This design comes from an exercise in tuning for small area on the open sky130 flow, not from production work. Where RTL was checked, it was by simulation tests only, not by an equivalence proof against the original. Power and IR drop assume default switching activity.

v27:
// branch_predictor
module branch_predictor #(
  parameter int ENTRIES  = 32,
  parameter int CTR_BITS = 2,
  parameter int CNT_W    = 16
) (
  input  logic             clock,
  input  logic             reset,
  input  logic [31:0]      IF_PC,
  output logic             pred_hit,
  output logic             pred_taken,
  output logic [31:0]      pred_target,
  input  logic             res_valid,
  input  logic [31:0]      res_PC,
  input  logic             res_taken,
  input  logic [31:0]      res_target,
  input  logic             res_pred_taken,
  input  logic [31:0]      res_pred_target,
  output logic             IF_flush,
  output logic [31:0]      redirect_PC,
  output logic [CNT_W-1:0] branch_count,
  output logic [CNT_W-1:0] miss_count
);
Size: ~3900 cells after synthesis, roughly 230 I/O pins.
export LEC_CHECK = 0
export ABC_AREA = 1
export CAP_MARGIN = 0
export CORE_MARGIN = 2
export CORE_UTILIZATION = 55
export PLACE_DENSITY = 0.65
export SLEW_MARGIN = 0
create_clock -name core_clock -period 12.0 [get_ports {clock}]
standard.sh (not shown) runs the stock make flow with config.mk's settings and CLKGATE_MAP_FILE= SYNTH_SCRIPT=/design/flow/synth_recipe.tcl, a recipe that flattens the netlist after the stock synthesis.
==> flow/flow/run.sh <==
#!/bin/bash
# Standard ORFS layout with three changes, all through ORFS's own variables:
#  - synthesis maps the combinational logic with ABC's &nf area mapper
#    (flow/abc_area.script) in place of ORFS's area script; registers, their
#    names and cell types come out exactly as in standard synthesis;
#  - the port buffers are the smallest buffer cell (buf_1) and resizing grows them as needed;
#  - CTS uses small clock buffers, larger sink clusters and no dummy loads.
set -euo pipefail
work=$(pwd)
rm -rf "$work/scripts_x"
cp -r "$FLOW_HOME/scripts" "$work/scripts_x"
cp "$work/flow/abc_area.script" "$work/scripts_x/abc_area.script"
bash "$work/standard.sh" SCRIPTS_DIR="$work/scripts_x" \
  BUFFER_PORTS_ARGS="-buffer_cell sky130_fd_sc_hd__buf_1" \
  CTS_ARGS="-sink_clustering_enable -repair_clock_nets -dont_use_dummy_load -buf_list {sky130_fd_sc_hd__clkbuf_8} -sink_clustering_size 16 -sink_clustering_max_diameter 50" \
  finish > "$work/make_finish.log" 2>&1
==> flow/flow/abc_area.script <==
strash
&get -n
&dch
&nf -R 1000 -p -F 8 -A 4
&put
topo
stime -c
Input-level comparison between v1 and v27:
# v27
export LEC_CHECK = 0
export ABC_AREA = 1
export CAP_MARGIN = 0
export CORE_MARGIN = 2
export CORE_UTILIZATION = 55
export PLACE_DENSITY = 0.65
export SLEW_MARGIN = 0
create_clock -name core_clock -period 12.0 [get_ports {clock}]
# v1
export LEC_CHECK = 0
export ABC_AREA = 1
export CAP_MARGIN = 0
export CORE_MARGIN = 2
export CORE_UTILIZATION = 65
export PLACE_DENSITY = 0.75
export SLEW_MARGIN = 0
create_clock -name core_clock -period 12.0 [get_ports {clock}]
==> flow/flow/abc_area.script <==
strash
&get -n
&nf -R 1000 -p -F 8 -A 4
&put
topo
stime -c
==> results.txt <==
- Per the comparison of v1 with v27, wire length the detailed router placed on met1 shrank by 12 mm, power now smaller, total power divided by cell area was more or less identical, total number of nets in the final design now smaller.
- Number of antenna violations at the first check in global routing, v1 and v27: smaller value in v27
- Vias: v1 more than v27
- Changes observed in v1 relative to v27: wire length of the first global-routing pass lower, smallest hold slack neither gained nor lost much, global routing usage on met1 went up.

========
== run 1 ==
The RTL this note starts from:
==> flow/design.v <==
module branch_predictor #(
  parameter int ENTRIES  = 32,
  parameter int CTR_BITS = 2,
  parameter int CNT_W    = 16
) (
  input  logic             clock,
  input  logic             reset,
  input  logic [31:0]      IF_PC,
  output logic             pred_hit,
  output logic             pred_taken,
  output logic [31:0]      pred_target,
  input  logic             res_valid,
  input  logic [31:0]      res_PC,
  input  logic             res_taken,
  input  logic [31:0]      res_target,
  input  logic             res_pred_taken,
  input  logic [31:0]      res_pred_target,
  output logic             IF_flush,
  output logic [31:0]      redirect_PC,
  output logic [CNT_W-1:0] branch_count,
  output logic [CNT_W-1:0] miss_count
);
  localparam int IW = $clog2(ENTRIES);
  localparam int TW = 30 - IW;
  logic [ENTRIES-1:0]  valid_reg;
  logic [TW-1:0]       tag_reg    [ENTRIES];
  logic [31:0]         target_reg [ENTRIES];
  logic [1:0]          ctr_reg    [ENTRIES];
  logic [CNT_W-1:0] branch_count_reg;
  logic [CNT_W-1:0] miss_count_reg;
  logic [TW-1:0] if_tag, res_tag;
  logic [ENTRIES-1:0] if_sel, res_sel;
  assign if_tag  = IF_PC[31:IW+2];
  assign res_tag = res_PC[31:IW+2];
  for (genvar gi = 0; gi < ENTRIES; gi++) begin : g_dec
    assign if_sel[gi]  = (IF_PC[IW+1:2]  == IW'(gi));
    assign res_sel[gi] = (res_PC[IW+1:2] == IW'(gi));
  end
  logic          if_valid, res_valid_e;
  logic [TW-1:0] if_tag_rd, res_tag_rd;
  logic [31:0]   if_tgt_rd;
  logic          if_ctr1;
  logic [1:0]    res_ctr;
  always_comb begin
    if_valid    = 1'b0;
    if_tag_rd   = '0;
    if_tgt_rd   = '0;
    if_ctr1     = 1'b0;
    res_valid_e = 1'b0;
    res_tag_rd  = '0;
    res_ctr     = '0;
    for (int i = 0; i < ENTRIES; i++) begin
      if_valid    = if_valid    | (if_sel[i] & valid_reg[i]);
      if_tag_rd   = if_tag_rd   | ({TW{if_sel[i]}} & tag_reg[i]);
      if_tgt_rd   = if_tgt_rd   | ({32{if_sel[i]}} & target_reg[i]);
      if_ctr1     = if_ctr1     | (if_sel[i] & ctr_reg[i][1]);
      res_valid_e = res_valid_e | (res_sel[i] & valid_reg[i]);
      res_tag_rd  = res_tag_rd  | ({TW{res_sel[i]}} & tag_reg[i]);
      res_ctr     = res_ctr     | ({2{res_sel[i]}} & ctr_reg[i]);
    end
  end
  function automatic logic [31:0] pc_plus4(input logic [31:0] pc);
    logic c;
    pc_plus4[1:0] = pc[1:0];
    c = 1'b1;
    for (int b = 2; b < 32; b++) begin
      pc_plus4[b] = pc[b] ^ c;
      c = c & pc[b];
    end
  endfunction
  logic res_hit;
  assign pred_hit    = if_valid & (if_tag_rd == if_tag);
  assign pred_taken  = pred_hit & if_ctr1;
  assign pred_target = pred_taken ? if_tgt_rd : pc_plus4(IF_PC);
  assign IF_flush    = res_valid & ((res_taken ^ res_pred_taken) |
                                    (res_taken & (res_target != res_pred_target)));
  assign redirect_PC = res_taken ? res_target : pc_plus4(res_PC);
  assign res_hit = res_valid_e & (res_tag_rd == res_tag);
  logic [1:0] ctr_next;
  always_comb begin
    if (res_taken) begin
      if (res_hit) ctr_next = {res_ctr[1] | res_ctr[0], ~res_ctr[0] | res_ctr[1]};
      else         ctr_next = 2'b10;
    end else begin
      ctr_next = {res_ctr[1] & res_ctr[0], res_ctr[1] & ~res_ctr[0]};
    end
  end
  logic alloc_go, ctr_go;
  assign alloc_go = res_valid & res_taken;
  assign ctr_go   = res_valid & (res_taken | res_hit);
  always_ff @(posedge clock) begin
    for (int i = 0; i < ENTRIES; i++) begin
      if (alloc_go && res_sel[i]) begin
        tag_reg[i]    <= res_tag;
        target_reg[i] <= res_target;
      end
      if (ctr_go && res_sel[i])
        ctr_reg[i] <= ctr_next;
    end
  end
  always_ff @(posedge clock) begin
    if (reset) valid_reg <= '0;
    else       valid_reg <= valid_reg | ({ENTRIES{alloc_go}} & res_sel);
  end
  function automatic logic [CNT_W-1:0] sat_inc(input logic [CNT_W-1:0] v);
    logic c;
    c = ~(&v);
    for (int b = 0; b < CNT_W; b++) begin
      sat_inc[b] = v[b] ^ c;
      c = c & v[b];
    end
  endfunction
  always_ff @(posedge clock) begin
    if (reset) begin
      branch_count_reg <= '0;
      miss_count_reg   <= '0;
    end else begin
      if (res_valid) branch_count_reg <= sat_inc(branch_count_reg);
      if (IF_flush)  miss_count_reg   <= sat_inc(miss_count_reg);
    end
  end
  assign branch_count = branch_count_reg;
  assign miss_count   = miss_count_reg;
endmodule
export LEC_CHECK = 0
export ABC_AREA = 1
export CAP_MARGIN = 20
export CORE_MARGIN = 2
export CORE_UTILIZATION = 25
export PLACE_DENSITY = 0.45
export SLEW_MARGIN = 20
create_clock -name core_clock -period 12.0 [get_ports {clock}]
==> flow/flow/run.sh <==
#!/bin/bash
# Standard ORFS layout, except that synthesis maps the combinational logic with
# ABC's &nf area mapper (flow/abc_area.script) in place of ORFS's area script.
# Registers, their names and cell types come out exactly as in standard synthesis.
set -euo pipefail
work=$(pwd)
rm -rf "$work/scripts_x"
cp -r "$FLOW_HOME/scripts" "$work/scripts_x"
cp "$work/flow/abc_area.script" "$work/scripts_x/abc_area.script"
bash "$work/standard.sh" SCRIPTS_DIR="$work/scripts_x" finish > "$work/make_finish.log" 2>&1
==> flow/flow/abc_area.script <==
strash
&get -n
&dch
&nf -R 1000 -p
&put
topo
stime -c
Modified inputs, run 2 compared to run 1
Settings: a change of CORE_UTILIZATION from 25 to 55; a change of PLACE_DENSITY from 0.45 to 0.65; a change of CAP_MARGIN from 20 to 0; a change of SLEW_MARGIN from 20 to 0.
==> flow/flow/run.sh <==
#!/bin/bash
# Standard ORFS layout with three changes, all through ORFS's own variables:
#  - synthesis maps the combinational logic with ABC's &nf area mapper
#    (flow/abc_area.script) in place of ORFS's area script; registers, their
#    names and cell types come out exactly as in standard synthesis;
#  - the port buffers are the smallest buffer cell (buf_1) and resizing grows them as needed;
#  - CTS uses small clock buffers, larger sink clusters and no dummy loads.
set -euo pipefail
work=$(pwd)
rm -rf "$work/scripts_x"
cp -r "$FLOW_HOME/scripts" "$work/scripts_x"
cp "$work/flow/abc_area.script" "$work/scripts_x/abc_area.script"
bash "$work/standard.sh" SCRIPTS_DIR="$work/scripts_x" \
  BUFFER_PORTS_ARGS="-buffer_cell sky130_fd_sc_hd__buf_1" \
  CTS_ARGS="-sink_clustering_enable -repair_clock_nets -dont_use_dummy_load -buf_list {sky130_fd_sc_hd__clkbuf_8} -sink_clustering_size 16 -sink_clustering_max_diameter 50" \
  finish > "$work/make_finish.log" 2>&1
--- outcome ---
Looking at part of the cycle the worst path needs, run 2 sits 0.32 points below run 1.
Met1 usage, run 2 and run 1: larger value in run 2
Taking run 1 as the reference, in run 2 total detailed-routing wirelength dropped 14%; switching power as a share of total power barely changed; met3 demand-to-capacity share in global routing climbed 11 points; total power dropped about 20%.
Relative to run 1, post-route minimum period has decreased by 38 ps in run 2.
Combinational group share of total power on run 2 is up relative to run 1.
[run 2 vs run 1] overall track demand over capacity in global routing: higher in run 2
Relative to run 1, net switching power of the design has decreased by 0.73 mW in run 2.
Function was not checked in any run of this note: the RTL went through the layout flow alone.

static timing again, ports no longer ideal:
The flow's constraints put no driver on any port. The routed layouts listed below were extracted and timed again, unchanged, in two steps.
Step 1 sets driving cells, clkbuf_16 on the clock port and buf_2 on the other inputs (assumed; they add their load-dependent delay and slew).
Step 2 adds t to the input delays and takes it off the output delays; t is the mean of the earliest and latest rising clock arrival at the registers after step 1. Input paths then give back, and output paths get back, about the clock's delay inside the block.
Three values: ideal, step 1, step 2; two values: the first two.
run | t (ns) | setup slack, ns | worst setup path at the end | worst data-port slew with drivers (ns) | cell pins on the clock port's net
v27 | 0.970 | 1.313 / 1.285 / 1.285 | input to output | 0.09 | 1
v1 | 0.940 | 0.589 / 0.451 / 0.451 | input to output | 0.14 | 1
run 1 | 0.939 | 0.154 / 0.131 / 0.131 | input to output | 0.11 | 1
run 2 | 1.000 | 0.192 / 0.148 / 0.148 | input to output | 0.12 | 1
After both steps setup and hold are still met in every run listed. For v1, which loses most, drivers alone change the setup slack by -0.138 ns; drivers and shift together by -0.138 ns.
